Source: an optimization exercise on an open RTL-to-GDS flow (aim: a short achievable clock period, few clock cycles per item and low power). Production flows keep margins and buffers that such runs may drop.
At most, simulation tests tie the RTL to the original design; equivalence was not proved.
Function not checked in run 2: the RTL went through the layout flow alone.
No activity file was given, so power comes from the tool's default toggle rates.

==> flow/design.v (outline; a module is shown in full before it is edited, if it fits) <==
// module fp_round_pack: 99 lines
// module fp_mul_pipe: 2222 lines
// module fp_fa: 10 lines
// module fp_ha: 9 lines
module fp_mul_pipe (
   input  logic        clk,
   input  logic        rst,
   input  logic        in_valid,
   output logic        in_ready,
   input  logic [31:0] op1,
   input  logic [31:0] op2,
   output logic        out_valid,
   input  logic        out_ready,
   output logic [31:0] res,
   output logic [3:0]  flags
);
  // ...
==> flow/flow/run.sh <==
#!/bin/bash
set -euo pipefail
bash standard.sh SETUP_SLACK_MARGIN=6.2 finish > orfs_make.log 2>&1
==> flow/standard.sh <==
#!/bin/bash
# synth_recipe.tcl (not shown) runs the flow's synth.tcl, then flattens the netlist and writes it again
# the make line also repeats each setting of config.mk as NAME=value (left out here)
make -C /OpenROAD-flow-scripts/flow DESIGN_CONFIG=/design/flow/config.mk WORK_HOME=/design/flow/orfs CLKGATE_MAP_FILE= SYNTH_SCRIPT=/design/flow/synth_recipe.tcl "${@:-finish}"
==> flow/config.mk <==
export PLATFORM = sky130hd
export DESIGN_NAME = fp_mul_pipe
export DESIGN_NICKNAME = fp_mul_pipe
export VERILOG_FILES = /design/flow/design.v
export SDC_FILE = /design/flow/constraint.sdc
export NUM_CORES = 4
export LEC_CHECK = 0
export CAP_MARGIN = 20
export CORE_MARGIN = 2
export CORE_UTILIZATION = 40
export CTS_BUF_LIST = sky130_fd_sc_hd__clkbuf_8
export CTS_CLUSTER_DIAMETER = 60
export CTS_CLUSTER_SIZE = 20
export SLEW_MARGIN = 20
export SYNTH_HIERARCHICAL = 1
==> flow/constraint.sdc <==
create_clock -name core_clock -period 10.0 [get_ports {clk}]
set_input_delay 2.0000 -clock core_clock [delete_from_list [all_inputs] [get_ports {clk}]]
set_output_delay 2.0000 -clock core_clock [all_outputs]
set_load 0.01 [all_outputs]
==> run_results.csv, run 1 <==
group,metric,value,unit
outcome,result_of_the_run,"finished clean",
worst_setup_path,worstPathCellList,"buf_8 -> a22oi_1 -> xnor2_1 -> fa_1 -> fa_1 -> fa_1 -> fa_1 -> fa_1",
power_and_ir_drop,power_switching_share,41.4,%
placement,detail_placement_hpwl,43800,um
power_and_ir_drop,power_frac_clock,10.2,%
worst_setup_path,crit-reg2reg-launch,"s0_fa[16]$_DFF_P_",
cells_and_area,layout.cell_area.non_filler,27900,um^2
min_path,holdCritPathClass,"register to register",
placement,placed_cells,2997,
grt,first_global_vias,18108,
floorplanning,floorplan.die_area,64600,um^2
detailed_routing,drt_drc_violations_left,0,
worst_setup_path,start_kind,"register",
floorplanning,row_count,91,
worst_setup_path,rr_worst_depth,8,
cells_and_area,share_of_final_layout_standard_cells_stronger_than_drive_strength_1,9.57,%
grt,antenna_violations_before_repair,2,
grt,grt_max_degree,74,
timing,finalHoldViolations,0,
cells_and_area,final-seq-area,8500,um^2
synthesis,synth_area,25000,um^2
synthesis,avgSynthCellArea,11.6,um^2
floorplanning,die-width,254,um
synthesis,synth_warn,8,
synthesis,synth_simple_gate_area_share,5.59,%
cts,cts_max_path_buffers,3,
worst_setup_path,critical-path-top-delay-family,"adder cells",
synthesis,ys_ff_latch,307,
worst_setup_path,worstReg2RegEnd,"s1_y[29]$_DFFE_PN_",
floorplanning,die_h,254,um
cts,htree_levels,1,
worst_setup_path,data_required_time_at_the_worst_endpoint,10.43,ns
min_path,holdCritStartpoint,"s0_esum[5]$_DFF_P_",
power_and_ir_drop,combPwrFrac,59.5,%
worst_setup_path,crit_cells,8,
cells_and_area,insertedDiodeCount,1,
timing,rsz0062_at_grt,"true",
synthesis,seq_area_frac_synth,33.9,%
power_and_ir_drop,post-layout-total-power,8460,uW
Testbench counts, summed over its fixed seeds: cycles 32,032, items 32,000.
==> run 2: changes to the inputs <==
--- a/flow/design.v
+++ b/flow/design.v
@@ -1354,17 +1354,17 @@
    fp_ha u_hs311 (.a(bp2), .b(bp26), .s(hs311), .co(hc312));
    fp_ha u_hs313 (.a(bp3), .b(bp27), .s(hs313), .co(hc314));
    fp_fa u_fs315 (.a(bp4), .b(bp28), .c(bp52), .s(fs315), .co(fc316));
    fp_fa u_fs317 (.a(bp5), .b(bp29), .c(bp53), .s(fs317), .co(fc318));
    fp_fa u_fs319 (.a(bp6), .b(bp30), .c(bp54), .s(fs319), .co(fc320));
    fp_ha u_hs321 (.a(bp78), .b(b_neg[3]), .s(hs321), .co(hc322));
    fp_fa u_fs323 (.a(bp7), .b(bp31), .c(bp55), .s(fs323), .co(fc324));
    fp_fa u_fs325 (.a(bp8), .b(bp32), .c(bp56), .s(fs325), .co(fc326));
-   fp_fa u_fs327 (.a(bp80), .b(bp104), .c(b_neg[4]), .s(fs327), .co(fc328));
+   fp_fa u_fs327 (.a(b_neg[4]), .b(bp80), .c(bp104), .s(fs327), .co(fc328));
    fp_fa u_fs329 (.a(bp9), .b(bp33), .c(bp57), .s(fs329), .co(fc330));
    fp_ha u_hs331 (.a(bp81), .b(bp105), .s(hs331), .co(hc332));
    fp_fa u_fs333 (.a(bp10), .b(bp34), .c(bp58), .s(fs333), .co(fc334));
    fp_fa u_fs335 (.a(bp82), .b(bp106), .c(bp130), .s(fs335), .co(fc336));
    fp_ha u_hs337 (.a(bp16), .b(bp40), .s(hs337), .co(hc338));
    fp_ha u_hs339 (.a(bp17), .b(bp41), .s(hs339), .co(hc340));
    fp_fa u_fs341 (.a(bp18), .b(bp42), .c(bp66), .s(fs341), .co(fc342));
    fp_ha u_hs343 (.a(bp90), .b(bp114), .s(hs343), .co(hc344));
@@ -1413,121 +1413,121 @@
    fp_fa u_fs429 (.a(bn103), .b(bp127), .c(bp151), .s(fs429), .co(fc430));
    fp_fa u_fs431 (.a(bp175), .b(bp199), .c(bp223), .s(fs431), .co(fc432));
    fp_fa u_fs433 (.a(bp128), .b(bp152), .c(bp176), .s(fs433), .co(fc434));
    fp_ha u_hs435 (.a(bp200), .b(bp224), .s(hs435), .co(hc436));
    fp_fa u_fs437 (.a(bn129), .b(bp153), .c(bp177), .s(fs437), .co(fc438));
    fp_ha u_hs439 (.a(bp154), .b(bp178), .s(hs439), .co(hc440));
    fp_ha u_hs441 (.a(b_neg[2]), .b(hc314), .s(hs441), .co(hc442));
    fp_ha u_hs443 (.a(fc316), .b(fs317), .s(hs443), .co(hc444));
-   fp_fa u_fs445 (.a(fc318), .b(fs319), .c(hs321), .s(fs445), .co(fc446));
-   fp_fa u_fs447 (.a(bp79), .b(fc320), .c(hc322), .s(fs447), .co(fc448));
-   fp_fa u_fs449 (.a(fc324), .b(fs325), .c(fs327), .s(fs449), .co(fc450));
-   fp_fa u_fs451 (.a(fc326), .b(fc328), .c(fs329), .s(fs451), .co(fc452));
-   fp_fa u_fs453 (.a(b_neg[5]), .b(fc330), .c(hc332), .s(fs453), .co(fc454));
+   fp_fa u_fs445 (.a(hs321), .b(fc318), .c(fs319), .s(fs445), .co(fc446));
+   fp_fa u_fs447 (.a(bp79), .b(hc322), .c(fc320), .s(fs447), .co(fc448));
+   fp_fa u_fs449 (.a(fc324), .b(fs327), .c(fs325), .s(fs449), .co(fc450));
+   fp_fa u_fs451 (.a(fc328), .b(fc326), .c(fs329), .s(fs451), .co(fc452));
+   fp_fa u_fs453 (.a(b_neg[5]), .b(hc332), .c(fc330), .s(fs453), .co(fc454));
    fp_ha u_hs455 (.a(fs333), .b(fs335), .s(hs455), .co(hc456));
    fp_fa u_fs457 (.a(bp11), .b(bp35), .c(bp59), .s(fs457), .co(fc458));
    fp_fa u_fs459 (.a(bp83), .b(bp107), .c(bp131), .s(fs459), .co(fc460));
    fp_fa u_fs461 (.a(bp12), .b(bp36), .c(bp60), .s(fs461), .co(fc462));
    fp_fa u_fs463 (.a(bp84), .b(bp108), .c(bp132), .s(fs463), .co(fc464));
    fp_fa u_fs465 (.a(bp13), .b(bp37), .c(bp61), .s(fs465), .co(fc466));
    fp_ha u_hs467 (.a(bp85), .b(bp109), .s(hs467), .co(hc468));
    fp_fa u_fs469 (.a(bp14), .b(bp38), .c(bp62), .s(fs469), .co(fc470));
    fp_fa u_fs471 (.a(bp86), .b(bp110), .c(bp134), .s(fs471), .co(fc472));
    fp_ha u_hs473 (.a(bp158), .b(bp182), .s(hs473), .co(hc474));
    fp_fa u_fs475 (.a(bp15), .b(bp39), .c(bp63), .s(fs475), .co(fc476));
    fp_fa u_fs477 (.a(bp87), .b(bp111), .c(bp135), .s(fs477), .co(fc478));
    fp_ha u_hs479 (.a(bp159), .b(bp183), .s(hs479), .co(hc480));
    fp_fa u_fs481 (.a(bp64), .b(bp88), .c(bp112), .s(fs481), .co(fc482));
    fp_fa u_fs483 (.a(bp136), .b(bp160), .c(bp184), .s(fs483), .co(fc484));
-   fp_fa u_fs485 (.a(bp208), .b(b_neg[8]), .c(hs337), .s(fs485), .co(fc486));
+   fp_fa u_fs485 (.a(b_neg[8]), .b(bp208), .c(hs337), .s(fs485), .co(fc486));
    fp_fa u_fs487 (.a(bp65), .b(bp89), .c(bp113), .s(fs487), .co(fc488));
    fp_fa u_fs489 (.a(bp137), .b(bp161), .c(bp185), .s(fs489), .co(fc490));
    fp_fa u_fs491 (.a(bp209), .b(hc338), .c(hs339), .s(fs491), .co(fc492));
    fp_fa u_fs493 (.a(bp138), .b(bp162), .c(bp186), .s(fs493), .co(fc494));
-   fp_fa u_fs495 (.a(bp210), .b(bp234), .c(b_neg[9]), .s(fs495), .co(fc496));
-   fp_fa u_fs497 (.a(hc340), .b(fs341), .c(hs343), .s(fs497), .co(fc498));
+   fp_fa u_fs495 (.a(b_neg[9]), .b(bp210), .c(bp234), .s(fs495), .co(fc496));
+   fp_fa u_fs497 (.a(hc340), .b(hs343), .c(fs341), .s(fs497), .co(fc498));
    fp_fa u_fs499 (.a(bp139), .b(bp163), .c(bp187), .s(fs499), .co(fc500));
    fp_fa u_fs501 (.a(bp211), .b(bp235), .c(fc342), .s(fs501), .co(fc502));
-   fp_fa u_fs503 (.a(hc344), .b(fs345), .c(hs347), .s(fs503), .co(fc504));
+   fp_fa u_fs503 (.a(hc344), .b(hs347), .c(fs345), .s(fs503), .co(fc504));
    fp_fa u_fs505 (.a(bp212), .b(bp236), .c(bp260), .s(fs505), .co(fc506));
-   fp_fa u_fs507 (.a(b_neg[10]), .b(fc346), .c(hc348), .s(fs507), .co(fc508));
-   fp_fa u_fs509 (.a(fs349), .b(fs351), .c(hs353), .s(fs509), .co(fc510));
+   fp_fa u_fs507 (.a(b_neg[10]), .b(hc348), .c(fc346), .s(fs507), .co(fc508));
+   fp_fa u_fs509 (.a(hs353), .b(fs349), .c(fs351), .s(fs509), .co(fc510));
    fp_fa u_fs511 (.a(bp213), .b(bp237), .c(bp261), .s(fs511), .co(fc512));
-   fp_fa u_fs513 (.a(fc350), .b(fc352), .c(hc354), .s(fs513), .co(fc514));
-   fp_fa u_fs515 (.a(fs355), .b(fs357), .c(hs359), .s(fs515), .co(fc516));
-   fp_fa u_fs519 (.a(fc358), .b(hc360), .c(fs361), .s(fs519), .co(fc520));
-   fp_fa u_fs521 (.a(fs363), .b(fs365), .c(hs367), .s(fs521), .co(fc522));
+   fp_fa u_fs513 (.a(hc354), .b(fc350), .c(fc352), .s(fs513), .co(fc514));
+   fp_fa u_fs515 (.a(hs359), .b(fs355), .c(fs357), .s(fs515), .co(fc516));
+   fp_fa u_fs519 (.a(hc360), .b(fc358), .c(fs361), .s(fs519), .co(fc520));
+   fp_fa u_fs521 (.a(hs367), .b(fs363), .c(fs365), .s(fs521), .co(fc522));
    fp_fa u_fs523 (.a(bp287), .b(fc362), .c(fc364), .s(fs523), .co(fc524));
-   fp_fa u_fs525 (.a(fc366), .b(hc368), .c(fs369), .s(fs525), .co(fc526));
-   fp_fa u_fs527 (.a(fs371), .b(fs373), .c(hs375), .s(fs527), .co(fc528));
+   fp_fa u_fs525 (.a(hc368), .b(fc366), .c(fs369), .s(fs525), .co(fc526));
+   fp_fa u_fs527 (.a(hs375), .b(fs371), .c(fs373), .s(fs527), .co(fc528));
    fp_fa u_fs529 (.a(ma[0]), .b(fc370), .c(fc372), .s(fs529), .co(fc530));
-   fp_fa u_fs531 (.a(fc374), .b(hc376), .c(fs377), .s(fs531), .co(fc532));
+   fp_fa u_fs531 (.a(hc376), .b(fc374), .c(fs377), .s(fs531), .co(fc532));
    fp_fa u_fs533 (.a(fs379), .b(fs381), .c(fs383), .s(fs533), .co(fc534));
    fp_fa u_fs535 (.a(ma[1]), .b(fc378), .c(fc380), .s(fs535), .co(fc536));
    fp_fa u_fs537 (.a(fc382), .b(fc384), .c(fs385), .s(fs537), .co(fc538));
    fp_fa u_fs539 (.a(fs387), .b(fs389), .c(fs391), .s(fs539), .co(fc540));
    fp_fa u_fs541 (.a(ma[2]), .b(fc386), .c(fc388), .s(fs541), .co(fc542));
    fp_fa u_fs543 (.a(fc390), .b(fc392), .c(fs393), .s(fs543), .co(fc544));
    fp_fa u_fs545 (.a(fs395), .b(fs397), .c(fs399), .s(fs545), .co(fc546));
    fp_fa u_fs547 (.a(ma[3]), .b(fc394), .c(fc396), .s(fs547), .co(fc548));
    fp_fa u_fs549 (.a(fc398), .b(fc400), .c(fs401), .s(fs549), .co(fc550));
    fp_fa u_fs551 (.a(fs403), .b(fs405), .c(fs407), .s(fs551), .co(fc552));
    fp_fa u_fs555 (.a(fc406), .b(fc408), .c(fs409), .s(fs555), .co(fc556));
-   fp_fa u_fs557 (.a(fs411), .b(fs413), .c(hs415), .s(fs557), .co(fc558));
-   fp_fa u_fs559 (.a(bp293), .b(ma[5]), .c(fc410), .s(fs559), .co(fc560));
-   fp_fa u_fs561 (.a(fc412), .b(fc414), .c(hc416), .s(fs561), .co(fc562));
+   fp_fa u_fs557 (.a(hs415), .b(fs411), .c(fs413), .s(fs557), .co(fc558));
+   fp_fa u_fs559 (.a(ma[5]), .b(bp293), .c(fc410), .s(fs559), .co(fc560));
+   fp_fa u_fs561 (.a(hc416), .b(fc412), .c(fc414), .s(fs561), .co(fc562));
    fp_fa u_fs563 (.a(fs417), .b(fs419), .c(fs421), .s(fs563), .co(fc564));
    fp_fa u_fs567 (.a(fc418), .b(fc420), .c(fc422), .s(fs567), .co(fc568));
-   fp_fa u_fs569 (.a(fs423), .b(fs425), .c(hs427), .s(fs569), .co(fc570));
+   fp_fa u_fs569 (.a(hs427), .b(fs423), .c(fs425), .s(fs569), .co(fc570));
    fp_fa u_fs571 (.a(bp247), .b(bp271), .c(bp295), .s(fs571), .co(fc572));
    fp_fa u_fs573 (.a(ma[7]), .b(fc424), .c(fc426), .s(fs573), .co(fc574));
    fp_fa u_fs575 (.a(hc428), .b(fs429), .c(fs431), .s(fs575), .co(fc576));
    fp_fa u_fs577 (.a(bp248), .b(bp272), .c(bp296), .s(fs577), .co(fc578));
-   fp_fa u_fs581 (.a(fc432), .b(fs433), .c(hs435), .s(fs581), .co(fc582));
+   fp_fa u_fs581 (.a(fc432), .b(hs435), .c(fs433), .s(fs581), .co(fc582));
    fp_fa u_fs583 (.a(bp201), .b(bp225), .c(bp249), .s(fs583), .co(fc584));
-   fp_fa u_fs585 (.a(bp273), .b(bp297), .c(ma[9]), .s(fs585), .co(fc586));
-   fp_fa u_fs587 (.a(fc434), .b(hc436), .c(fs437), .s(fs587), .co(fc588));
+   fp_fa u_fs585 (.a(ma[9]), .b(bp273), .c(bp297), .s(fs585), .co(fc586));
+   fp_fa u_fs587 (.a(hc436), .b(fc434), .c(fs437), .s(fs587), .co(fc588));
    fp_fa u_fs589 (.a(bp202), .b(bp226), .c(bp250), .s(fs589), .co(fc590));
-   fp_fa u_fs591 (.a(bp274), .b(bp298), .c(ma[10]), .s(fs591), .co(fc592));
+   fp_fa u_fs591 (.a(ma[10]), .b(bp274), .c(bp298), .s(fs591), .co(fc592));
    fp_fa u_fs595 (.a(bn155), .b(bp179), .c(bp203), .s(fs595), .co(fc596));
    fp_fa u_fs597 (.a(bp227), .b(bp251), .c(bp275), .s(fs597), .co(fc598));
-   fp_fa u_fs599 (.a(bp299), .b(ma[11]), .c(hc440), .s(fs599), .co(fc600));
+   fp_fa u_fs599 (.a(ma[11]), .b(bp299), .c(hc440), .s(fs599), .co(fc600));
    fp_fa u_fs601 (.a(bp180), .b(bp204), .c(bp228), .s(fs601), .co(fc602));
    fp_fa u_fs603 (.a(bp252), .b(bp276), .c(bp300), .s(fs603), .co(fc604));
    fp_fa u_fs607 (.a(bn181), .b(bp205), .c(bp229), .s(fs607), .co(fc608));
    fp_fa u_fs609 (.a(bp253), .b(bp277), .c(bp301), .s(fs609), .co(fc610));
    fp_fa u_fs611 (.a(bp206), .b(bp230), .c(bp254), .s(fs611), .co(fc612));
    fp_ha u_hs613 (.a(bp278), .b(bp302), .s(hs613), .co(hc614));
    fp_fa u_fs615 (.a(bn207), .b(bp231), .c(bp255), .s(fs615), .co(fc616));
    fp_ha u_hs617 (.a(bp232), .b(bp256), .s(hs617), .co(hc618));
    fp_ha u_hs619 (.a(fs323), .b(fc446), .s(hs619), .co(hc620));
    fp_ha u_hs621 (.a(fc448), .b(fs449), .s(hs621), .co(hc622));
    fp_fa u_fs623 (.a(hs331), .b(fc450), .c(fs451), .s(fs623), .co(fc624));
    fp_fa u_fs625 (.a(fc452), .b(fs453), .c(hs455), .s(fs625), .co(fc626));
-   fp_fa u_fs627 (.a(fs457), .b(fs459), .c(fc334), .s(fs627), .co(fc628));
+   fp_fa u_fs627 (.a(fc334), .b(fs457), .c(fs459), .s(fs627), .co(fc628));
    fp_ha u_hs629 (.a(fc336), .b(fc454), .s(hs629), .co(hc630));
-   fp_fa u_fs631 (.a(bp156), .b(b_neg[6]), .c(fc458), .s(fs631), .co(fc632));
+   fp_fa u_fs631 (.a(b_neg[6]), .b(bp156), .c(fc458), .s(fs631), .co(fc632));
    fp_fa u_fs633 (.a(fc460), .b(fs461), .c(fs463), .s(fs633), .co(fc634));
    fp_fa u_fs635 (.a(bp133), .b(bp157), .c(fc462), .s(fs635), .co(fc636));
-   fp_fa u_fs637 (.a(fc464), .b(fs465), .c(hs467), .s(fs637), .co(fc638));
-   fp_fa u_fs639 (.a(b_neg[7]), .b(fc466), .c(hc468), .s(fs639), .co(fc640));
-   fp_fa u_fs641 (.a(fs469), .b(fs471), .c(hs473), .s(fs641), .co(fc642));
-   fp_fa u_fs643 (.a(fc470), .b(fc472), .c(hc474), .s(fs643), .co(fc644));
-   fp_fa u_fs645 (.a(fs475), .b(fs477), .c(hs479), .s(fs645), .co(fc646));
-   fp_fa u_fs647 (.a(fc476), .b(fc478), .c(hc480), .s(fs647), .co(fc648));
+   fp_fa u_fs637 (.a(fc464), .b(hs467), .c(fs465), .s(fs637), .co(fc638));
+   fp_fa u_fs639 (.a(b_neg[7]), .b(hc468), .c(fc466), .s(fs639), .co(fc640));
+   fp_fa u_fs641 (.a(hs473), .b(fs469), .c(fs471), .s(fs641), .co(fc642));
+   fp_fa u_fs643 (.a(hc474), .b(fc470), .c(fc472), .s(fs643), .co(fc644));
+   fp_fa u_fs645 (.a(hs479), .b(fs475), .c(fs477), .s(fs645), .co(fc646));
+   fp_fa u_fs647 (.a(hc480), .b(fc476), .c(fc478), .s(fs647), .co(fc648));
    fp_fa u_fs649 (.a(fs481), .b(fs483), .c(fs485), .s(fs649), .co(fc650));
    fp_fa u_fs651 (.a(fc482), .b(fc484), .c(fs487), .s(fs651), .co(fc652));
    fp_fa u_fs653 (.a(fs489), .b(fc486), .c(fs491), .s(fs653), .co(fc654));
    fp_fa u_fs655 (.a(fc488), .b(fc490), .c(fs493), .s(fs655), .co(fc656));
    fp_fa u_fs657 (.a(fs495), .b(fc492), .c(fs497), .s(fs657), .co(fc658));
-   fp_fa u_fs659 (.a(fc494), .b(fc496), .c(fs499), .s(fs659), .co(fc660));
+   fp_fa u_fs659 (.a(fc496), .b(fc494), .c(fs499), .s(fs659), .co(fc660));
    fp_fa u_fs661 (.a(fc498), .b(fs501), .c(fs503), .s(fs661), .co(fc662));
    fp_fa u_fs663 (.a(fc500), .b(fs505), .c(fc502), .s(fs663), .co(fc664));
-   fp_fa u_fs665 (.a(fc504), .b(fs507), .c(fs509), .s(fs665), .co(fc666));
+   fp_fa u_fs665 (.a(fs507), .b(fc504), .c(fs509), .s(fs665), .co(fc666));
    fp_fa u_fs667 (.a(fc506), .b(fs511), .c(fc508), .s(fs667), .co(fc668));
    fp_fa u_fs669 (.a(fc510), .b(fs513), .c(fs515), .s(fs669), .co(fc670));
    fp_fa u_fs671 (.a(fc512), .b(fc514), .c(fc516), .s(fs671), .co(fc672));
    fp_fa u_fs673 (.a(fs517), .b(fs519), .c(fs521), .s(fs673), .co(fc674));
    fp_fa u_fs675 (.a(fc518), .b(fc520), .c(fc522), .s(fs675), .co(fc676));
    fp_fa u_fs677 (.a(fs523), .b(fs525), .c(fs527), .s(fs677), .co(fc678));
    fp_fa u_fs679 (.a(fc524), .b(fc526), .c(fc528), .s(fs679), .co(fc680));
    fp_fa u_fs681 (.a(fs529), .b(fs531), .c(fs533), .s(fs681), .co(fc682));
@@ -1539,79 +1539,79 @@
    fp_fa u_fs693 (.a(fs547), .b(fs549), .c(fs551), .s(fs693), .co(fc694));
    fp_fa u_fs695 (.a(fc548), .b(fc550), .c(fc552), .s(fs695), .co(fc696));
    fp_fa u_fs697 (.a(fs553), .b(fs555), .c(fs557), .s(fs697), .co(fc698));
    fp_fa u_fs699 (.a(fc554), .b(fc556), .c(fc558), .s(fs699), .co(fc700));
    fp_fa u_fs701 (.a(fs559), .b(fs561), .c(fs563), .s(fs701), .co(fc702));
    fp_fa u_fs703 (.a(fs565), .b(fc560), .c(fc562), .s(fs703), .co(fc704));
    fp_fa u_fs705 (.a(fc564), .b(fs567), .c(fs569), .s(fs705), .co(fc706));
    fp_fa u_fs707 (.a(fc566), .b(fs571), .c(fc568), .s(fs707), .co(fc708));
-   fp_fa u_fs709 (.a(fc570), .b(fs573), .c(fs575), .s(fs709), .co(fc710));
+   fp_fa u_fs709 (.a(fs573), .b(fc570), .c(fs575), .s(fs709), .co(fc710));
    fp_fa u_fs711 (.a(fc572), .b(fs577), .c(fc574), .s(fs711), .co(fc712));
-   fp_fa u_fs713 (.a(fc576), .b(fs579), .c(fs581), .s(fs713), .co(fc714));
-   fp_fa u_fs715 (.a(fc578), .b(fs583), .c(fs585), .s(fs715), .co(fc716));
+   fp_fa u_fs713 (.a(fs579), .b(fc576), .c(fs581), .s(fs713), .co(fc714));
+   fp_fa u_fs715 (.a(fc578), .b(fs585), .c(fs583), .s(fs715), .co(fc716));
    fp_fa u_fs717 (.a(fc580), .b(fc582), .c(fs587), .s(fs717), .co(fc718));
-   fp_fa u_fs719 (.a(fc584), .b(fc586), .c(fs589), .s(fs719), .co(fc720));
+   fp_fa u_fs719 (.a(fc586), .b(fc584), .c(fs589), .s(fs719), .co(fc720));
    fp_fa u_fs721 (.a(fs591), .b(fc588), .c(fs593), .s(fs721), .co(fc722));
-   fp_fa u_fs723 (.a(fc590), .b(fc592), .c(fs595), .s(fs723), .co(fc724));
+   fp_fa u_fs723 (.a(fc592), .b(fc590), .c(fs595), .s(fs723), .co(fc724));
    fp_fa u_fs725 (.a(fs597), .b(fc594), .c(fs599), .s(fs725), .co(fc726));
    fp_fa u_fs727 (.a(fc596), .b(fc598), .c(fs601), .s(fs727), .co(fc728));
-   fp_fa u_fs729 (.a(fs603), .b(hs605), .c(fc600), .s(fs729), .co(fc730));
+   fp_fa u_fs729 (.a(hs605), .b(fs603), .c(fc600), .s(fs729), .co(fc730));
    fp_fa u_fs731 (.a(ma[13]), .b(fc602), .c(fc604), .s(fs731), .co(fc732));
    fp_fa u_fs733 (.a(hc606), .b(fs607), .c(fs609), .s(fs733), .co(fc734));
-   fp_fa u_fs737 (.a(fc610), .b(fs611), .c(hs613), .s(fs737), .co(fc738));
-   fp_fa u_fs739 (.a(bp279), .b(bp303), .c(ma[15]), .s(fs739), .co(fc740));
-   fp_fa u_fs741 (.a(fc612), .b(hc614), .c(fs615), .s(fs741), .co(fc742));
-   fp_fa u_fs743 (.a(bp280), .b(bp304), .c(ma[16]), .s(fs743), .co(fc744));
+   fp_fa u_fs737 (.a(fc610), .b(hs613), .c(fs611), .s(fs737), .co(fc738));
+   fp_fa u_fs739 (.a(ma[15]), .b(bp279), .c(bp303), .s(fs739), .co(fc740));
+   fp_fa u_fs741 (.a(hc614), .b(fc612), .c(fs615), .s(fs741), .co(fc742));
+   fp_fa u_fs743 (.a(ma[16]), .b(bp280), .c(bp304), .s(fs743), .co(fc744));
    fp_fa u_fs747 (.a(bn233), .b(bp257), .c(bp281), .s(fs747), .co(fc748));
-   fp_fa u_fs749 (.a(bp305), .b(ma[17]), .c(hc618), .s(fs749), .co(fc750));
+   fp_fa u_fs749 (.a(ma[17]), .b(bp305), .c(hc618), .s(fs749), .co(fc750));
    fp_fa u_fs751 (.a(bp258), .b(bp282), .c(bp306), .s(fs751), .co(fc752));
    fp_fa u_fs755 (.a(bn259), .b(bp283), .c(bp307), .s(fs755), .co(fc756));
    fp_ha u_hs757 (.a(bp284), .b(bp308), .s(hs757), .co(hc758));
    fp_ha u_hs759 (.a(fs627), .b(hc456), .s(hs759), .co(hc760));
-   fp_fa u_fs761 (.a(fc628), .b(fs631), .c(fs633), .s(fs761), .co(fc762));
-   fp_fa u_fs763 (.a(fc632), .b(fc634), .c(fs635), .s(fs763), .co(fc764));
-   fp_fa u_fs765 (.a(fc636), .b(fc638), .c(fs639), .s(fs765), .co(fc766));
+   fp_fa u_fs761 (.a(fs631), .b(fc628), .c(fs633), .s(fs761), .co(fc762));
+   fp_fa u_fs763 (.a(fc632), .b(fs635), .c(fc634), .s(fs763), .co(fc764));
+   fp_fa u_fs765 (.a(fc636), .b(fs639), .c(fc638), .s(fs765), .co(fc766));
    fp_fa u_fs767 (.a(fc640), .b(fc642), .c(fs643), .s(fs767), .co(fc768));
    fp_fa u_fs769 (.a(fc644), .b(fc646), .c(fs647), .s(fs769), .co(fc770));
    fp_fa u_fs771 (.a(fc648), .b(fs651), .c(fc650), .s(fs771), .co(fc772));
    fp_fa u_fs773 (.a(fc652), .b(fs655), .c(fc654), .s(fs773), .co(fc774));
    fp_fa u_fs775 (.a(fc656), .b(fs659), .c(fc658), .s(fs775), .co(fc776));
-   fp_fa u_fs777 (.a(fc660), .b(fc662), .c(fs663), .s(fs777), .co(fc778));
-   fp_fa u_fs779 (.a(fc664), .b(fc666), .c(fs667), .s(fs779), .co(fc780));
-   fp_fa u_fs781 (.a(fc668), .b(fc670), .c(fs671), .s(fs781), .co(fc782));
+   fp_fa u_fs777 (.a(fc660), .b(fs663), .c(fc662), .s(fs777), .co(fc778));
+   fp_fa u_fs779 (.a(fc664), .b(fs667), .c(fc666), .s(fs779), .co(fc780));
+   fp_fa u_fs781 (.a(fc668), .b(fs671), .c(fc670), .s(fs781), .co(fc782));
    fp_fa u_fs783 (.a(fc672), .b(fc674), .c(fs675), .s(fs783), .co(fc784));
    fp_fa u_fs785 (.a(fc676), .b(fc678), .c(fs679), .s(fs785), .co(fc786));
    fp_fa u_fs787 (.a(fc680), .b(fc682), .c(fs683), .s(fs787), .co(fc788));
    fp_fa u_fs789 (.a(fc684), .b(fc686), .c(fs687), .s(fs789), .co(fc790));
    fp_fa u_fs791 (.a(fc688), .b(fc690), .c(fs691), .s(fs791), .co(fc792));
    fp_fa u_fs793 (.a(fc692), .b(fc694), .c(fs695), .s(fs793), .co(fc794));
    fp_fa u_fs795 (.a(fc696), .b(fc698), .c(fs699), .s(fs795), .co(fc796));
-   fp_fa u_fs797 (.a(fc700), .b(fc702), .c(fs703), .s(fs797), .co(fc798));
-   fp_fa u_fs799 (.a(fc704), .b(fc706), .c(fs707), .s(fs799), .co(fc800));
-   fp_fa u_fs801 (.a(fc708), .b(fc710), .c(fs711), .s(fs801), .co(fc802));
+   fp_fa u_fs797 (.a(fc700), .b(fs703), .c(fc702), .s(fs797), .co(fc798));
+   fp_fa u_fs799 (.a(fc704), .b(fs707), .c(fc706), .s(fs799), .co(fc800));
+   fp_fa u_fs801 (.a(fc708), .b(fs711), .c(fc710), .s(fs801), .co(fc802));
    fp_fa u_fs803 (.a(fs715), .b(fc712), .c(fc714), .s(fs803), .co(fc804));
    fp_fa u_fs805 (.a(fc716), .b(fs719), .c(fc718), .s(fs805), .co(fc806));
    fp_fa u_fs807 (.a(fc720), .b(fs723), .c(fc722), .s(fs807), .co(fc808));
    fp_fa u_fs809 (.a(fc724), .b(fs727), .c(fc726), .s(fs809), .co(fc810));
    fp_fa u_fs811 (.a(fc728), .b(fs731), .c(fs733), .s(fs811), .co(fc812));
-   fp_fa u_fs813 (.a(fc732), .b(fc734), .c(fs735), .s(fs813), .co(fc814));
+   fp_fa u_fs813 (.a(fs735), .b(fc732), .c(fc734), .s(fs813), .co(fc814));
    fp_fa u_fs815 (.a(fs739), .b(fc736), .c(fc738), .s(fs815), .co(fc816));
    fp_fa u_fs817 (.a(fc740), .b(fs743), .c(fc742), .s(fs817), .co(fc818));
    fp_fa u_fs819 (.a(fc744), .b(fs747), .c(fc746), .s(fs819), .co(fc820));
-   fp_fa u_fs821 (.a(fc748), .b(fs751), .c(hs753), .s(fs821), .co(fc822));
-   fp_fa u_fs823 (.a(ma[19]), .b(fc752), .c(hc754), .s(fs823), .co(fc824));
-   fp_fa u_fs827 (.a(bn285), .b(bp309), .c(ma[21]), .s(fs827), .co(fc828));
+   fp_fa u_fs821 (.a(hs753), .b(fc748), .c(fs751), .s(fs821), .co(fc822));
+   fp_fa u_fs823 (.a(ma[19]), .b(hc754), .c(fc752), .s(fs823), .co(fc824));
+   fp_fa u_fs827 (.a(bn285), .b(ma[21]), .c(bp309), .s(fs827), .co(fc828));
    fp_ha u_hs829 (.a(bp310), .b(ma[22]), .s(hs829), .co(hc830));
    fp_ha u_hs831 (.a(hs759), .b(fc626), .s(hs831), .co(hc832));
-   fp_fa u_fs833 (.a(hc760), .b(fs761), .c(hc630), .s(fs833), .co(fc834));
+   fp_fa u_fs833 (.a(hc630), .b(hc760), .c(fs761), .s(fs833), .co(fc834));
    fp_fa u_fs835 (.a(fs637), .b(fc762), .c(fs763), .s(fs835), .co(fc836));
    fp_fa u_fs837 (.a(fs641), .b(fc764), .c(fs765), .s(fs837), .co(fc838));
    fp_fa u_fs839 (.a(fs645), .b(fc766), .c(fs767), .s(fs839), .co(fc840));
-   fp_fa u_fs841 (.a(fc768), .b(fs769), .c(fs649), .s(fs841), .co(fc842));
+   fp_fa u_fs841 (.a(fc768), .b(fs649), .c(fs769), .s(fs841), .co(fc842));
    fp_fa u_fs843 (.a(fc770), .b(fs653), .c(fs771), .s(fs843), .co(fc844));
    fp_fa u_fs845 (.a(fs657), .b(fc772), .c(fs773), .s(fs845), .co(fc846));
    fp_fa u_fs847 (.a(fs661), .b(fc774), .c(fs775), .s(fs847), .co(fc848));
    fp_fa u_fs849 (.a(fs665), .b(fc776), .c(fs777), .s(fs849), .co(fc850));
    fp_fa u_fs851 (.a(fs669), .b(fc778), .c(fs779), .s(fs851), .co(fc852));
    fp_fa u_fs853 (.a(fs673), .b(fc780), .c(fs781), .s(fs853), .co(fc854));
    fp_fa u_fs855 (.a(fs677), .b(fc782), .c(fs783), .s(fs855), .co(fc856));
    fp_fa u_fs857 (.a(fs681), .b(fc784), .c(fs785), .s(fs857), .co(fc858));
@@ -1622,25 +1622,25 @@
    fp_fa u_fs867 (.a(fs701), .b(fc794), .c(fs795), .s(fs867), .co(fc868));
    fp_fa u_fs869 (.a(fs705), .b(fc796), .c(fs797), .s(fs869), .co(fc870));
    fp_fa u_fs871 (.a(fs709), .b(fc798), .c(fs799), .s(fs871), .co(fc872));
    fp_fa u_fs873 (.a(fs713), .b(fc800), .c(fs801), .s(fs873), .co(fc874));
    fp_fa u_fs875 (.a(fs717), .b(fc802), .c(fs803), .s(fs875), .co(fc876));
    fp_fa u_fs877 (.a(fs721), .b(fc804), .c(fs805), .s(fs877), .co(fc878));
    fp_fa u_fs879 (.a(fs725), .b(fc806), .c(fs807), .s(fs879), .co(fc880));
    fp_fa u_fs881 (.a(fs729), .b(fc808), .c(fs809), .s(fs881), .co(fc882));
-   fp_fa u_fs883 (.a(fs811), .b(fc730), .c(fc810), .s(fs883), .co(fc884));
+   fp_fa u_fs883 (.a(fc730), .b(fs811), .c(fc810), .s(fs883), .co(fc884));
    fp_fa u_fs885 (.a(fs737), .b(fc812), .c(fs813), .s(fs885), .co(fc886));
    fp_fa u_fs887 (.a(fs741), .b(fc814), .c(fs815), .s(fs887), .co(fc888));
    fp_fa u_fs889 (.a(fs745), .b(fc816), .c(fs817), .s(fs889), .co(fc890));
    fp_fa u_fs891 (.a(fs749), .b(fc818), .c(fs819), .s(fs891), .co(fc892));
-   fp_fa u_fs893 (.a(fs821), .b(fc750), .c(fc820), .s(fs893), .co(fc894));
-   fp_fa u_fs895 (.a(fs755), .b(fc822), .c(fs823), .s(fs895), .co(fc896));
+   fp_fa u_fs893 (.a(fc750), .b(fs821), .c(fc820), .s(fs893), .co(fc894));
+   fp_fa u_fs895 (.a(fs755), .b(fs823), .c(fc822), .s(fs895), .co(fc896));
    fp_fa u_fs897 (.a(hs757), .b(fc824), .c(fs825), .s(fs897), .co(fc898));
-   fp_fa u_fs899 (.a(fs827), .b(hc758), .c(fc826), .s(fs899), .co(fc900));
+   fp_fa u_fs899 (.a(hc758), .b(fs827), .c(fc826), .s(fs899), .co(fc900));
    fp_ha u_hs903 (.a(ma[23]), .b(hc830), .s(hs903), .co(hc904));
    assign bp0 = ((b_one[0] & ma[0])) ^ b_neg[0];
    assign bp1 = ((b_one[0] & ma[1]) | (b_two[0] & ma[0])) ^ b_neg[0];
    assign bp2 = ((b_one[0] & ma[2]) | (b_two[0] & ma[1])) ^ b_neg[0];
    assign bp3 = ((b_one[0] & ma[3]) | (b_two[0] & ma[2])) ^ b_neg[0];
    assign bp4 = ((b_one[0] & ma[4]) | (b_two[0] & ma[3])) ^ b_neg[0];
    assign bp5 = ((b_one[0] & ma[5]) | (b_two[0] & ma[4])) ^ b_neg[0];
    assign bp6 = ((b_one[0] & ma[6]) | (b_two[0] & ma[5])) ^ b_neg[0];
@@ -1943,36 +1943,36 @@
    assign bp303 = ~((b_one[11] & ma[17]) | (b_two[11] & ma[16]));
    assign bp304 = ~((b_one[11] & ma[18]) | (b_two[11] & ma[17]));
    assign bp305 = ~((b_one[11] & ma[19]) | (b_two[11] & ma[18]));
    assign bp306 = ~((b_one[11] & ma[20]) | (b_two[11] & ma[19]));
    assign bp307 = ~((b_one[11] & ma[21]) | (b_two[11] & ma[20]));
    assign bp308 = ~((b_one[11] & ma[22]) | (b_two[11] & ma[21]));
    assign bp309 = ~((b_one[11] & ma[23]) | (b_two[11] & ma[22]));
    assign bp310 = ~((b_two[11] & ma[23]));
-   assign fs517 = bp286 ^ 1'b1 ^ fc356;
-   assign fc518 = (bp286 & 1'b1) | (bp286 & fc356) | (1'b1 & fc356);
+   assign fs517 = 1'b1 ^ bp286 ^ fc356;
+   assign fc518 = (1'b1 & bp286) | (1'b1 & fc356) | (bp286 & fc356);
    assign fs553 = 1'b1 ^ fc402 ^ fc404;
    assign fc554 = (1'b1 & fc402) | (1'b1 & fc404) | (fc402 & fc404);
-   assign fs565 = bp294 ^ ma[6] ^ 1'b1;
-   assign fc566 = (bp294 & ma[6]) | (bp294 & 1'b1) | (ma[6] & 1'b1);
-   assign fs579 = ma[8] ^ 1'b1 ^ fc430;
-   assign fc580 = (ma[8] & 1'b1) | (ma[8] & fc430) | (1'b1 & fc430);
+   assign fs565 = 1'b1 ^ ma[6] ^ bp294;
+   assign fc566 = (1'b1 & ma[6]) | (1'b1 & bp294) | (ma[6] & bp294);
+   assign fs579 = 1'b1 ^ ma[8] ^ fc430;
+   assign fc580 = (1'b1 & ma[8]) | (1'b1 & fc430) | (ma[8] & fc430);
    assign fs593 = 1'b1 ^ fc438 ^ hs439;
    assign fc594 = (1'b1 & fc438) | (1'b1 & hs439) | (fc438 & hs439);
    assign hs605 = ma[12] ^ 1'b1;
    assign hc606 = ma[12] & 1'b1;
-   assign fs735 = ma[14] ^ 1'b1 ^ fc608;
-   assign fc736 = (ma[14] & 1'b1) | (ma[14] & fc608) | (1'b1 & fc608);
+   assign fs735 = 1'b1 ^ ma[14] ^ fc608;
+   assign fc736 = (1'b1 & ma[14]) | (1'b1 & fc608) | (ma[14] & fc608);
    assign fs745 = 1'b1 ^ fc616 ^ hs617;
    assign fc746 = (1'b1 & fc616) | (1'b1 & hs617) | (fc616 & hs617);
    assign hs753 = ma[18] ^ 1'b1;
    assign hc754 = ma[18] & 1'b1;
-   assign fs825 = ma[20] ^ 1'b1 ^ fc756;
-   assign fc826 = (ma[20] & 1'b1) | (ma[20] & fc756) | (1'b1 & fc756);
+   assign fs825 = 1'b1 ^ ma[20] ^ fc756;
+   assign fc826 = (1'b1 & ma[20]) | (1'b1 & fc756) | (ma[20] & fc756);
    assign fs901 = 1'b1 ^ fc828 ^ hs829;
    assign fc902 = (1'b1 & fc828) | (1'b1 & hs829) | (fc828 & hs829);
    assign cs_x = {fc902, fc900, fc898, fc896, fc894, fc892, fc890, fc888, fc886, fc884, fc882, fc880, fc878, fc876, fc874, fc872, fc870, fc868, fc866, fc864, fc862, fc860, fc858, fc856, fc854, fc852, fc850, fc848, fc846, fc844, fc842, fc840, fc838, fc836, fc834, hc832, hs831, fc624, hc622, hc620, fs447, hc444, hc442, fs315, hc312, b_neg[1], bp1, bp0};
    assign cs_y = {hs903, fs901, fs899, fs897, fs895, fs893, fs891, fs889, fs887, fs885, fs883, fs881, fs879, fs877, fs875, fs873, fs871, fs869, fs867, fs865, fs863, fs861, fs859, fs857, fs855, fs853, fs851, fs849, fs847, fs845, fs843, fs841, fs839, fs837, fs835, fs833, hs629, fs625, fs623, hs621, hs619, fs445, hs443, hs441, hs313, hs311, 1'b0, b_neg[0]};
    assign qg0 = cs_x[0] & cs_y[0];
    assign qp0 = cs_x[0] | cs_y[0];
    assign qg1 = cs_x[1] & cs_y[1];
    assign qp1 = cs_x[1] | cs_y[1];
==> run_results.csv, run 2 <==
group,metric,value,unit
cells_and_area,share_of_final_layout_standard_cells_stronger_than_drive_strength_1,9.75,%
worst_setup_path,start_kind,"register",
cells_and_area,final_cell_count_no_fill,3053,
floorplanning,row_count,91,
cts,cts_root_buffer,"clkbuf_8",
cts,cts_tree,"yes",
cells_and_area,final-seq-area,8520,um^2
floorplanning,die_h,254,um
detailed_routing,wl_per_cell,20.5,um
worst_setup_path,cpMostUsedCell,"fa_1",
timing,tightest_slew,1.00,ns
detailed_routing,drtIter0Drc,1361,
floorplanning,floorplan.core_area,61800,um^2
cts,htree_levels,1,
timing,timing.clock.skew,0.0481,ns
placement,routabilityCongestion,0.856,
timing,setup_viol,0,
placement,detail_placement_hpwl,43500,um
worst_setup_path,data_required_time_at_the_worst_endpoint,10.41,ns
synthesis,post_synth_edffs,229,
power_and_ir_drop,post-layout-total-power,8430,uW
timing,final_max_slew_viol_count,0,
timing,max_freq,0.268,GHz
worst_setup_path,timing.critical_path.slowest_stage_cell,"fa_1",
worst_setup_path,worstReg2RegEnd,"s1_y[28]$_DFFE_PN_",
run,drv.max_cap_violation_count,0,
cts,cts_made_buffers,29,
grt,antenna_violations_before_repair,1,
synthesis,synth_cell_types,77,
min_path,holdPathEnd,"s1_spec[0]$_DFFE_PN_",
grt,grt_max_degree,66,
synthesis,synth_warn,8,
synthesis,post_synth_inst_count,2166,
cts,clk_transition_reported_paths,0.11,ns
detailed_routing,viasPerCell,5.59,
worst_setup_path,rr_worst_depth,8,
synthesis,post_syn_nets,2618,
timing,rsz0062_at_grt,"true",
cells_and_area,area.growth.synth_to_final,11.0,%
grt,grt_residual_overflow,0,
worst_setup_path,arrival,4.14,ns
worst_setup_path,setup.reg_to_reg.worst_slack,6.27,ns
cts,cts_max_path_buffers,3,
synthesis,synth.most_common_cell,"xnor2_1",
placement,numPortBuffers,105,
detailed_routing,antenna_violating_nets_post_route,0,
cts,clock_sink_count,307,
outcome,result_of_the_run,"finished clean",
power_and_ir_drop,vdd_ir_drop_max,0.200,mV
cells_and_area,largest_registers,"s1_x (37), s1_y (37)",
grt,first_global_vias,17931,
worst_setup_path,worstPathCellList,"buf_4 -> a22oi_1 -> xnor2_1 -> fa_1 -> fa_1 -> fa_1 -> fa_1 -> fa_1",
cts,clock_insertion_delay_worst_skew,0.67,ns
floorplanning,ports,106,
power_and_ir_drop,pwr_density_cell,303,nW/um^2
synthesis,synth_largest_area_cell,"edfxtp_1",
timing,period_share,37.3,%
timing,layout_min_cycle_time,3.73,ns
power_and_ir_drop,cellLeakagePower,0.0103,uW
grt,grt_pass1_wl,99700,um
cells_and_area,postLayoutCoreUtil,45.0,%
worst_setup_path,critPathKind,"register to register",
cells_and_area,filler_cell_count,5664,
synthesis,avgSynthCellArea,11.6,um^2
worst_setup_path,crit_fanout,25,
floorplanning,initial_core_utilization,40.5,%
worst_setup_path,critPathMaxStageDelay,0.60,ns
detailed_routing,num_vias,17055,
synthesis,synth_area,25000,um^2
worst_setup_path,critPathCaptureType,"register",
timing,slew_headroom,33.3,%
synthesis,yosys_most_used_dff,"edfxtp_1",
cells_and_area,finish.net_count,2644,
cells_and_area,leading_cell_type_in_the_layout_fill_and_taps_excluded,"xnor2_1",
synthesis,ys_top_cells_by_count,"xnor2_1, a22oi_1, fa_1",
timing,finalHoldViolations,0,
min_path,worst_hold_path.num_cells,0,
min_path,holdCritPathClass,"register to register",
synthesis,seq_area_frac_synth,33.9,%
detailed_routing,wirelength,62500,um
floorplanning,floorplan.die_area,64600,um^2
detailed_routing,detail_route.first_pass.iterations,6,
worst_setup_path,cp-startpoint,"s0_fa[9]$_DFF_P_",
synthesis,share_of_synthesized_registers_carrying_an_async_set_or_reset,2.61,%
detailed_routing,drt_drc_violations_left,0,
timing,setup_total_negative_slack,0,ns
cells_and_area,layout_common_cells,"xnor2_1, a22oi_1, fa_1",
floorplanning,die-width,254,um
placement,placed_cells,2993,
grt,grt.total_usage,19.5,%
worst_setup_path,crit-reg2reg-launch,"s0_fa[9]$_DFF_P_",
min_path,holdCritStartpoint,"s0_spec[0]$_SDFF_PP1_",
synthesis,synthDominantCellAreaShare,27.5,%
synthesis,synthTopCellsByArea,"edfxtp_1, fa_1, xnor2_1",
synthesis,ys_ff_latch,307,
cells_and_area,multi_input_combinational_cell_area,15500,um^2
cts,cts.hold.buffers_added,0,
[run 2: cell count changes after synthesis]
cell,before,now
nand2_1,69,71
a221o_1,2,1
o21ai_0,55,57
buf_1,23,25
nand2b_4,0,1
nor3b_1,3,2
or2b_1,1,0
clkbuf_1,136,134
nor2_1,48,47
[run 2: area by class of cell]
class / instances / area share, %
antenna: 1 / 0.00900
clock buffer: 30 / 1.49
clock inverter: 24 / 0.945
inverter: 127 / 1.74
multi-input combinational: 1567 / 55.9
sequential: 307 / 30.6
tap: 837 / 3.77
timing repair buffer: 160 / 5.54
[run 2: Yosys stat by module (local to each module, per instance)]
module	cells inside	cell area, um^2	times used
fp_fa	1	20.0	254
fp_round_pack	283	1680	1
fp_ha	1	12.5	32
fp_mul_pipe	1597	17900	1
[run 2: per-layer routing]
layer	vias to the layer above	part of all wire (%)	GRT usage, %
met5	-	0	0
met4	0	2.3	5.38
met3	102	6.6	3.04
met2	648	48	32.8
met1	8561	43	26.2
li1	7744	-	-
[run 2: critical path, delay by kind of cell, from the launching register on]
kind,cells,cell delay [ns]
compound gates,1,0.18
flops,1,0.33
buf+inv,1,0.37
fa+ha+maj,5,2.42
xor+xnor,1,0.18
[run 2: through the flow]
stage	cell area, um^2	hold slack, ns	setup slack, ns
6_report	27800	0.403	6.27
5_1_grt	27800	0.412	6.17
4_1_cts	27600	0.403	6.20
3_5_place_dp	26900	0.389	5.54
3_3_place_gp	26900	0.388	5.62
2_1_floorplan	25100	0.386	6.19
[run 2: power breakdown]
part | switching (uW) | internal (uW) | total (uW)
Combinational | 2690 | 2300 | 4990
Sequential | 285 | 2310 | 2590
Clock | 517 | 326 | 843
[run 2: how the worst max path moves through the flow]
stage                         end  cells after the start  slack [ns]
3_3_place_gp     sk1[3]$_DFFE_PP_                      4        5.62
2_1_floorplan  s1_y[25]$_DFFE_PN_                      8        6.19
4_1_cts         res[22]$_DFFE_PN_                      8        6.20
3_5_place_dp     sk1[3]$_DFFE_PP_                      4        5.54
5_1_grt          res[7]$_DFFE_PN_                      8        6.17
6_report       s1_y[28]$_DFFE_PN_                      8        6.27
[run 2: cell families (layout without fill, tap and decap cells)]
group	Yosys count	count (layout)	synth area share (%)
AO/OA/AOI/OAI	487	488	13.7
XOR/XNOR	354	354	12.4
adder cells (fa/ha/maj)	384	384	26.9
buffers and inverters	293	341	4.47
flip-flops	307	307	33.9
multiplexers	70	70	3.14
other	1	2	0.0150
AND/OR/NAND/NOR	270	270	5.60
[run 2: what timing repair did]
| action | CTS | global route |
|---|---|---|
| setup buffers | 1 | 3 |
| gates resized for setup | 18 | 32 |
| pin swaps | 1 | 3 |
| endpoints found under the setup margin | 71 | 109 |
| cloned | 0 | 1 |
| endpoints found under the hold margin | 0 | 0 |

-- port drivers added, routing unchanged --
Ports are ideal in the flow. The routed layouts listed here were re-timed in OpenROAD.
Step 1 (the two cells are an assumption about what drives the block):
set clk [get_ports {clk}]
set_driving_cell -lib_cell sky130_fd_sc_hd__clkbuf_16 $clk
set_driving_cell -lib_cell sky130_fd_sc_hd__buf_2 [delete_from_list [all_inputs] $clk]
Step 2 moves the port delays by t, midway between the first and last clock arrival at a register: inputs arrive t later, outputs are due t later. That takes back most of the time a late clock gives input paths.
Three values: ideal, step 1, step 2; two values: the first two.
run | shift t [ns] | setup WS [ns] | worst setup path at the end | slew at the worst register clock pin (ns) | pins driven straight from the clock port
run 1 | 0.716 | 6.273 / 6.273 / 5.762 | input to register | 0.12 / 0.12 | 1
run 2 | 0.704 | 6.267 / 6.267 / 5.669 | input to register | 0.11 / 0.11 | 1
After both steps every run listed still meets setup and hold. For run 2, which loses most, drivers alone change the setup slack by 0.000 ns; drivers and shift together by -0.598 ns.
